Source: an optimization exercise on an open RTL-to-GDS flow (aim: small area, a short achievable clock period and few clock cycles per item). Production flows keep margins and buffers that such runs may drop. Only simulation tests tie the RTL to the original design; equivalence was not proved.

==> build 17 <==
==> flow/design.v <==
module md_iter_unit #(
  parameter int unsigned WIDTH = 32
) (
  input  logic             clk,
  input  logic             rst_n,
  input  logic             start,
  input  logic [2:0]       funct3,
  input  logic [WIDTH-1:0] op1,
  input  logic [WIDTH-1:0] op2,
  input  logic             flush,
  output logic             busy,
  output logic             done,
  output logic [WIDTH-1:0] result,
  output logic             zero
);
  typedef enum logic [2:0] {
    StIdle = 3'd0,
    StPrep = 3'd1,
    StMul  = 3'd2,
    StDiv  = 3'd3,
    StFix  = 3'd4,
    StDone = 3'd5
  } state_e;
  state_e      state_q, state_d;
  logic [31:0] xr_q, xr_d;       
  logic [33:0] yr_q, yr_d;       
  logic [63:0] acc_q, acc_d;     
  logic [2:0]  f_q, f_d;         
  logic [5:0]  cnt_q, cnt_d;     
  logic        xs_q, xs_d;       
  logic        dneg_q, dneg_d;   
  logic        fix_q, fix_d;     
  logic accept;
  assign accept = start && !flush && (state_q == StIdle || state_q == StDone);
  function automatic logic [5:0] width32(input logic [31:0] v);
    logic [5:0] w;
    w = 6'd0;
    for (int i = 0; i < 32; i++) begin
      if (v[i]) w = 6'(i + 1);
    end
    width32 = w;
  endfunction
  function automatic logic is_ones_then_zeros(input logic [31:0] v);
    logic ok;
    ok = 1'b1;
    for (int i = 1; i < 32; i++) begin
      if (!v[i] && v[i-1]) ok = 1'b0;
    end
    is_ones_then_zeros = ok;
  endfunction
  logic       is_mul;
  logic       sx, sy;
  logic [5:0] wxr, wyr;
  logic [5:0] wxd, wyd;
  logic [6:0] sdiv;
  logic       yzero;
  logic       swap;
  logic [5:0] wsm;
  logic [4:0] ndig;
  logic [32:0] mplier;
  logic [31:0] mcand;
  logic        mcand_s;
  logic [33:0] sh_in;
  logic [5:0]  sh_amt;
  logic [33:0] sh_out;
  logic [31:0] xneg;
  always_comb begin
    is_mul = !f_q[2];
    if (is_mul) begin
      sx = (f_q[1:0] != 2'b11) && xr_q[31];
      sy = !f_q[1] && yr_q[31];
    end else begin
      sx = !f_q[0] && xr_q[31];
      sy = !f_q[0] && yr_q[31];
    end
    wxr = width32(sx ? ~xr_q : xr_q);
    wyr = width32(sy ? ~yr_q[31:0] : yr_q[31:0]);
    wxd = wxr + 6'(sx && is_ones_then_zeros(xr_q));
    wyd = wyr + 6'(sy && is_ones_then_zeros(yr_q[31:0]));
    sdiv  = {1'b0, wxd} - {1'b0, wyd};
    yzero = (yr_q[31:0] == 32'd0);
    swap    = (wxr < wyr);
    wsm     = (swap ? wxr : wyr) + 6'd1;    
    ndig    = 5'((wsm + 6'd1) >> 1);        
    mplier  = swap ? {sx, xr_q} : {sy, yr_q[31:0]};
    mcand   = swap ? yr_q[31:0] : xr_q;
    mcand_s = swap ? sy : sx;
    if (is_mul) begin
      sh_in  = {mplier[32], mplier};
      sh_amt = 6'd34 - {ndig, 1'b0};
    end else begin
      sh_in  = {sy, sy, yr_q[31:0]};
      sh_amt = sdiv[5:0];
    end
    sh_out = sh_in << sh_amt;
    xneg   = ~xr_q + 32'd1;
  end
  logic [2:0]  bd;
  logic        pp_neg, pp_two, pp_zero;
  logic [33:0] pp_mag;
  logic [33:0] pp;
  logic [63:0] acc_mul;
  always_comb begin
    bd      = yr_q[33:31];
    pp_zero = (bd == 3'b000) || (bd == 3'b111);
    pp_two  = (bd == 3'b011) || (bd == 3'b100);
    pp_neg  = bd[2] && !pp_zero;
    if (pp_zero)     pp_mag = 34'd0;
    else if (pp_two) pp_mag = {xs_q, xr_q, 1'b0};
    else             pp_mag = {xs_q, xs_q, xr_q};
    pp      = pp_neg ? ~pp_mag : pp_mag;
    acc_mul = {acc_q[61:0], 2'b00} + {{30{pp[33]}}, pp} + 64'(pp_neg);
  end
  logic [33:0] trial;
  logic        q_bit;
  logic [31:0] rem_next;
  logic [31:0] quo_next;
  always_comb begin
    trial    = {2'b00, xr_q} + (dneg_q ? yr_q : ~yr_q) + 34'(!dneg_q);
    q_bit    = !trial[33];
    rem_next = q_bit ? trial[31:0] : xr_q;
    quo_next = {acc_q[30:0], q_bit};
  end
  always_comb begin
    state_d = state_q;
    xr_d    = xr_q;
    yr_d    = yr_q;
    acc_d   = acc_q;
    f_d     = f_q;
    cnt_d   = cnt_q;
    xs_d    = xs_q;
    dneg_d  = dneg_q;
    fix_d   = fix_q;
    unique case (state_q)
      StPrep: begin
        if (is_mul) begin
          xr_d    = mcand;
          xs_d    = mcand_s;
          yr_d    = sh_out;
          acc_d   = 64'd0;
          cnt_d   = 6'(ndig) - 6'd1;
          state_d = StMul;
        end else if (yzero) begin
          xr_d    = f_q[1] ? xr_q : 32'hFFFF_FFFF;
          state_d = StDone;
        end else if (sdiv[6]) begin
          xr_d    = f_q[1] ? xr_q : 32'd0;
          state_d = StDone;
        end else begin
          xr_d    = sx ? xneg : xr_q;
          yr_d    = sh_out;
          acc_d   = 64'd0;
          cnt_d   = sdiv[5:0];
          dneg_d  = sy;
          fix_d   = f_q[1] ? sx : (sx ^ sy);
          state_d = StDiv;
        end
      end
      StMul: begin
        acc_d = acc_mul;
        yr_d  = {yr_q[31:0], 2'b00};
        cnt_d = cnt_q - 6'd1;
        if (cnt_q == 6'd0) begin
          xr_d    = (f_q[1:0] == 2'b00) ? acc_mul[31:0] : acc_mul[63:32];
          state_d = StDone;
        end
      end
      StDiv: begin
        acc_d = {32'd0, quo_next};
        xr_d  = rem_next;
        yr_d  = {yr_q[33], yr_q[33:1]};
        cnt_d = cnt_q - 6'd1;
        if (cnt_q == 6'd0) begin
          if (!f_q[1]) xr_d = quo_next;
          state_d = fix_q ? StFix : StDone;
        end
      end
      StFix: begin
        xr_d    = xneg;
        state_d = StDone;
      end
      default: begin
        state_d = StIdle;
      end
    endcase
    if (state_q == StPrep || state_q == StMul || state_q == StDiv || state_q == StFix) begin
      if (flush) state_d = StIdle;
    end
    if (accept) begin
      xr_d    = op1;
      yr_d    = {2'b00, op2};
      f_d     = funct3;
      state_d = StPrep;
    end
  end
  always_ff @(posedge clk or negedge rst_n) begin
    if (!rst_n) begin
      state_q <= StIdle;
    end else begin
      state_q <= state_d;
    end
  end
  always_ff @(posedge clk) begin
    xr_q   <= xr_d;
    yr_q   <= yr_d;
    acc_q  <= acc_d;
    f_q    <= f_d;
    cnt_q  <= cnt_d;
    xs_q   <= xs_d;
    dneg_q <= dneg_d;
    fix_q  <= fix_d;
  end
  always_comb begin
    busy   = (state_q == StPrep) || (state_q == StMul) || (state_q == StDiv) ||
             (state_q == StFix);
    done   = (state_q == StDone);
    result = xr_q;
    zero   = (xr_q == 32'd0);
  end
endmodule
==> flow/run.sh <==
#!/bin/bash
# synth_recipe.tcl (not shown) runs the flow's synth.tcl, then flattens the netlist and writes it again
# the make line also repeats each setting of config.mk as NAME=value (left out here)
make -C /OpenROAD-flow-scripts/flow DESIGN_CONFIG=/design/flow/config.mk WORK_HOME=/design/flow/orfs CLKGATE_MAP_FILE= SYNTH_SCRIPT=/design/flow/synth_recipe.tcl finish
==> flow/config.mk <==
export PLATFORM = sky130hd
export DESIGN_NAME = md_iter_unit
export DESIGN_NICKNAME = md_iter_unit
export VERILOG_FILES = /design/flow/design.v
export SDC_FILE = /design/flow/constraint.sdc
export NUM_CORES = 4
export LEC_CHECK = 0
export CAP_MARGIN = 20
export CORE_MARGIN = 2
export CORE_UTILIZATION = 40
export PLACE_DENSITY = 0.6
export SLEW_MARGIN = 20
==> flow/constraint.sdc <==
create_clock -name core_clock -period 10.5 [get_ports {clk}]
set_input_delay 2.1000 -clock core_clock [delete_from_list [all_inputs] [get_ports {clk}]]
set_output_delay 2.1000 -clock core_clock [all_outputs]
set_load 0.01 [all_outputs]
==> trial 4: changes against build 17 <==
--- a/flow/design.v
+++ b/flow/design.v
@@ -25,3 +25,3 @@
   logic [31:0] xr_q, xr_d;       
-  logic [33:0] yr_q, yr_d;       
+  logic [35:0] yr_q, yr_d;       
   logic [63:0] acc_q, acc_d;     
@@ -29,4 +29,9 @@
   logic [5:0]  cnt_q, cnt_d;     
+  logic        sx_q, sx_d;       
+  logic        sy_q, sy_d;       
+  logic [5:0]  wx_q, wx_d;       
+  logic [5:0]  wy_q, wy_d;
+  logic        mx_q, mx_d;       
+  logic        my_q, my_d;
   logic        xs_q, xs_d;       
-  logic        dneg_q, dneg_d;   
   logic        fix_q, fix_d;     
@@ -42,3 +47,3 @@
   endfunction
-  function automatic logic is_ones_then_zeros(input logic [31:0] v);
+  function automatic logic ones_then_zeros(input logic [31:0] v);
     logic ok;
@@ -48,13 +53,20 @@
     end
-    is_ones_then_zeros = ok;
+    ones_then_zeros = ok;
   endfunction
-  logic       is_mul;
-  logic       sx, sy;
-  logic [5:0] wxr, wyr;
-  logic [5:0] wxd, wyd;
-  logic [6:0] sdiv;
-  logic       yzero;
-  logic       swap;
-  logic [5:0] wsm;
-  logic [4:0] ndig;
+  logic sx_in, sy_in;
+  always_comb begin
+    if (!funct3[2]) begin
+      sx_in = (funct3[1:0] != 2'b11) && op1[31];
+      sy_in = !funct3[1] && op2[31];
+    end else begin
+      sx_in = !funct3[0] && op1[31];
+      sy_in = !funct3[0] && op2[31];
+    end
+  end
+  logic        is_mul;
+  logic [6:0]  sdiv;
+  logic        yzero;
+  logic        swap;
+  logic [5:0]  wsm;
+  logic [3:0]  nstep;
   logic [32:0] mplier;
@@ -62,32 +74,21 @@
   logic        mcand_s;
-  logic [33:0] sh_in;
+  logic [35:0] sh_in;
   logic [5:0]  sh_amt;
-  logic [33:0] sh_out;
+  logic [35:0] sh_out;
   logic [31:0] xneg;
   always_comb begin
-    is_mul = !f_q[2];
+    is_mul  = !f_q[2];
+    sdiv    = {1'b0, wx_q} + 7'(mx_q) - {1'b0, wy_q} - 7'(my_q);
+    yzero   = (wy_q == 6'd0) && !sy_q;
+    swap    = (wx_q < wy_q);
+    wsm     = (swap ? wx_q : wy_q) + 6'd1;   
+    nstep   = 4'((wsm + 6'd3) >> 2);         
+    mplier  = swap ? {sx_q, xr_q} : {sy_q, yr_q[31:0]};
+    mcand   = swap ? yr_q[31:0] : xr_q;
+    mcand_s = swap ? sy_q : sx_q;
     if (is_mul) begin
-      sx = (f_q[1:0] != 2'b11) && xr_q[31];
-      sy = !f_q[1] && yr_q[31];
+      sh_in  = {{3{mplier[32]}}, mplier};
+      sh_amt = 6'd36 - {nstep, 2'b00};
     end else begin
-      sx = !f_q[0] && xr_q[31];
-      sy = !f_q[0] && yr_q[31];
-    end
-    wxr = width32(sx ? ~xr_q : xr_q);
-    wyr = width32(sy ? ~yr_q[31:0] : yr_q[31:0]);
-    wxd = wxr + 6'(sx && is_ones_then_zeros(xr_q));
-    wyd = wyr + 6'(sy && is_ones_then_zeros(yr_q[31:0]));
-    sdiv  = {1'b0, wxd} - {1'b0, wyd};
-    yzero = (yr_q[31:0] == 32'd0);
-    swap    = (wxr < wyr);
-    wsm     = (swap ? wxr : wyr) + 6'd1;    
-    ndig    = 5'((wsm + 6'd1) >> 1);        
-    mplier  = swap ? {sx, xr_q} : {sy, yr_q[31:0]};
-    mcand   = swap ? yr_q[31:0] : xr_q;
-    mcand_s = swap ? sy : sx;
-    if (is_mul) begin
-      sh_in  = {mplier[32], mplier};
-      sh_amt = 6'd34 - {ndig, 1'b0};
-    end else begin
-      sh_in  = {sy, sy, yr_q[31:0]};
+      sh_in  = {{4{sy_q}}, yr_q[31:0]};
       sh_amt = sdiv[5:0];
@@ -97,17 +98,25 @@
   end
-  logic [2:0]  bd;
-  logic        pp_neg, pp_two, pp_zero;
-  logic [33:0] pp_mag;
-  logic [33:0] pp;
+  function automatic logic [34:0] booth_pp(input logic [2:0] bd, input logic [32:0] x);
+    logic z, two, neg;
+    logic [33:0] mag;
+    z   = (bd == 3'b000) || (bd == 3'b111);
+    two = (bd == 3'b011) || (bd == 3'b100);
+    neg = bd[2] && !z;
+    if (z)        mag = 34'd0;
+    else if (two) mag = {x, 1'b0};
+    else          mag = {x[32], x};
+    booth_pp = {neg, neg ? ~mag : mag};
+  endfunction
+  logic [34:0] pph, ppl;
+  logic [63:0] t1, t2, t3, csa_s, csa_c;
   logic [63:0] acc_mul;
   always_comb begin
-    bd      = yr_q[33:31];
-    pp_zero = (bd == 3'b000) || (bd == 3'b111);
-    pp_two  = (bd == 3'b011) || (bd == 3'b100);
-    pp_neg  = bd[2] && !pp_zero;
-    if (pp_zero)     pp_mag = 34'd0;
-    else if (pp_two) pp_mag = {xs_q, xr_q, 1'b0};
-    else             pp_mag = {xs_q, xs_q, xr_q};
-    pp      = pp_neg ? ~pp_mag : pp_mag;
-    acc_mul = {acc_q[61:0], 2'b00} + {{30{pp[33]}}, pp} + 64'(pp_neg);
+    pph     = booth_pp(yr_q[35:33], {xs_q, xr_q});
+    ppl     = booth_pp(yr_q[33:31], {xs_q, xr_q});
+    t1      = {acc_q[59:0], 1'b0, pph[34], 1'b0, ppl[34]};
+    t2      = {{28{pph[33]}}, pph[33:0], 2'b00};
+    t3      = {{30{ppl[33]}}, ppl[33:0]};
+    csa_s   = t1 ^ t2 ^ t3;
+    csa_c   = {((t1[62:0] & t2[62:0]) | (t1[62:0] & t3[62:0]) | (t2[62:0] & t3[62:0])), 1'b0};
+    acc_mul = csa_s + csa_c;
   end
@@ -118,3 +127,3 @@
   always_comb begin
-    trial    = {2'b00, xr_q} + (dneg_q ? yr_q : ~yr_q) + 34'(!dneg_q);
+    trial    = {2'b00, xr_q} + (sy_q ? yr_q[33:0] : ~yr_q[33:0]) + 34'(!sy_q);
     q_bit    = !trial[33];
@@ -130,4 +139,9 @@
     cnt_d   = cnt_q;
+    sx_d    = sx_q;
+    sy_d    = sy_q;
+    wx_d    = wx_q;
+    wy_d    = wy_q;
+    mx_d    = mx_q;
+    my_d    = my_q;
     xs_d    = xs_q;
-    dneg_d  = dneg_q;
     fix_d   = fix_q;
@@ -140,3 +154,3 @@
           acc_d   = 64'd0;
-          cnt_d   = 6'(ndig) - 6'd1;
+          cnt_d   = 6'(nstep) - 6'd1;
           state_d = StMul;
@@ -149,3 +163,3 @@
         end else begin
-          xr_d    = sx ? xneg : xr_q;
+          xr_d    = sx_q ? xneg : xr_q;
           yr_d    = sh_out;
@@ -153,4 +167,3 @@
           cnt_d   = sdiv[5:0];
-          dneg_d  = sy;
-          fix_d   = f_q[1] ? sx : (sx ^ sy);
+          fix_d   = f_q[1] ? sx_q : (sx_q ^ sy_q);
           state_d = StDiv;
@@ -160,3 +173,3 @@
         acc_d = acc_mul;
-        yr_d  = {yr_q[31:0], 2'b00};
+        yr_d  = {yr_q[31:0], 4'b0000};
         cnt_d = cnt_q - 6'd1;
@@ -170,3 +183,3 @@
         xr_d  = rem_next;
-        yr_d  = {yr_q[33], yr_q[33:1]};
+        yr_d  = {yr_q[35], yr_q[35:1]};
         cnt_d = cnt_q - 6'd1;
@@ -190,4 +203,10 @@
       xr_d    = op1;
-      yr_d    = {2'b00, op2};
+      yr_d    = {4'b0000, op2};
       f_d     = funct3;
+      sx_d    = sx_in;
+      sy_d    = sy_in;
+      wx_d    = width32(sx_in ? ~op1 : op1);
+      wy_d    = width32(sy_in ? ~op2 : op2);
+      mx_d    = sx_in && ones_then_zeros(op1);
+      my_d    = sy_in && ones_then_zeros(op2);
       state_d = StPrep;
@@ -203,10 +222,15 @@
   always_ff @(posedge clk) begin
-    xr_q   <= xr_d;
-    yr_q   <= yr_d;
-    acc_q  <= acc_d;
-    f_q    <= f_d;
-    cnt_q  <= cnt_d;
-    xs_q   <= xs_d;
-    dneg_q <= dneg_d;
-    fix_q  <= fix_d;
+    xr_q  <= xr_d;
+    yr_q  <= yr_d;
+    acc_q <= acc_d;
+    f_q   <= f_d;
+    cnt_q <= cnt_d;
+    sx_q  <= sx_d;
+    sy_q  <= sy_d;
+    wx_q  <= wx_d;
+    wy_q  <= wy_d;
+    mx_q  <= mx_d;
+    my_q  <= my_d;
+    xs_q  <= xs_d;
+    fix_q <= fix_d;
   end
SETUP_SLACK_MARGIN = 5   (was not set)
==> metrics.cfg <==
[final_layout]
nets=2884
seqCellArea_um2=4264

[min_path]
whs_path_depth=1

[worst_setup_path]
reg2reg_to=yr_q[4]
origin_of_the_worst_setup_path=f_q[1]
cp_cell_sequence=o21ai_4 -> nand2_2 -> o32ai_1 -> a21oi_1 -> nor2_1 -> ha_1 -> a21o_1 -> a21o_1 -> a21o_1 -> nor2_1 -> buf_4 -> nor2_2 -> nor2_1 -> a21oi_1 -> ha_1 -> nor2_1 -> o21ai_0 -> a22oi_1 -> a311oi_1 -> o211ai_1 -> nand4_4 -> nor2_1 -> a31oi_1 -> nor2_1

[yosys]
synth_xor_xnor_area_share_pct=8.570
synth_simple_gate_area_share_pct=20.99

[timing]
fin_crit_sh_pct=77.59

[drt]
met1Wirelength_mm=44.29

[status]
status=finished clean

(the above is from build 17)
==> metrics.cfg <==
[status]
status=finished clean

[yosys]
synth_xor_xnor_area_share_pct=9.472
synth_simple_gate_area_share_pct=17.01

[min_path]
whs_path_depth=2

[worst_setup_path]
reg2reg_to=xr_q[24]
cp_cell_sequence=nor2_1 -> nand2_1 -> or4_4 -> nand2b_4 -> or4_4 -> or4_4 -> nor3_4 -> buf_2

[drt]
met1Wirelength_mm=36.17

(the above is from trial 4)
Testbench counts of build 17, summed over its fixed seeds: cycles 201,716, items 24,000.
Testbench counts of trial 4, summed over its fixed seeds: cycles 160,242, items 24,000.

==> what the ideal ports hide <==
How much do the figures lean on ideal ports? The routed layouts below were timed once more, with nothing changed but the port constraints. Step 1: set_driving_cell puts a clkbuf_16 on clk and a buf_2 on each other input, an assumption about the parent block. Step 2 times the ports against the registers' clock, not the clock port: input delays grow and output delays shrink by t, the midpoint of the rising clock arrivals with the driver on. a / b / c = ideal / step 1 / step 2; a / b = the first two.
run | shift t [ns] | slack for setup (ns) | pins driven straight from the clock port
build 17 | 0.566 | 2.353 / 2.353 / 2.353 | 1
trial 4 | 0.564 | 4.950 / 4.885 / 4.669 | 1
After both steps every run listed still meets setup and hold. For trial 4, which loses most, drivers alone change the setup slack by -0.065 ns; drivers and shift together by -0.281 ns.
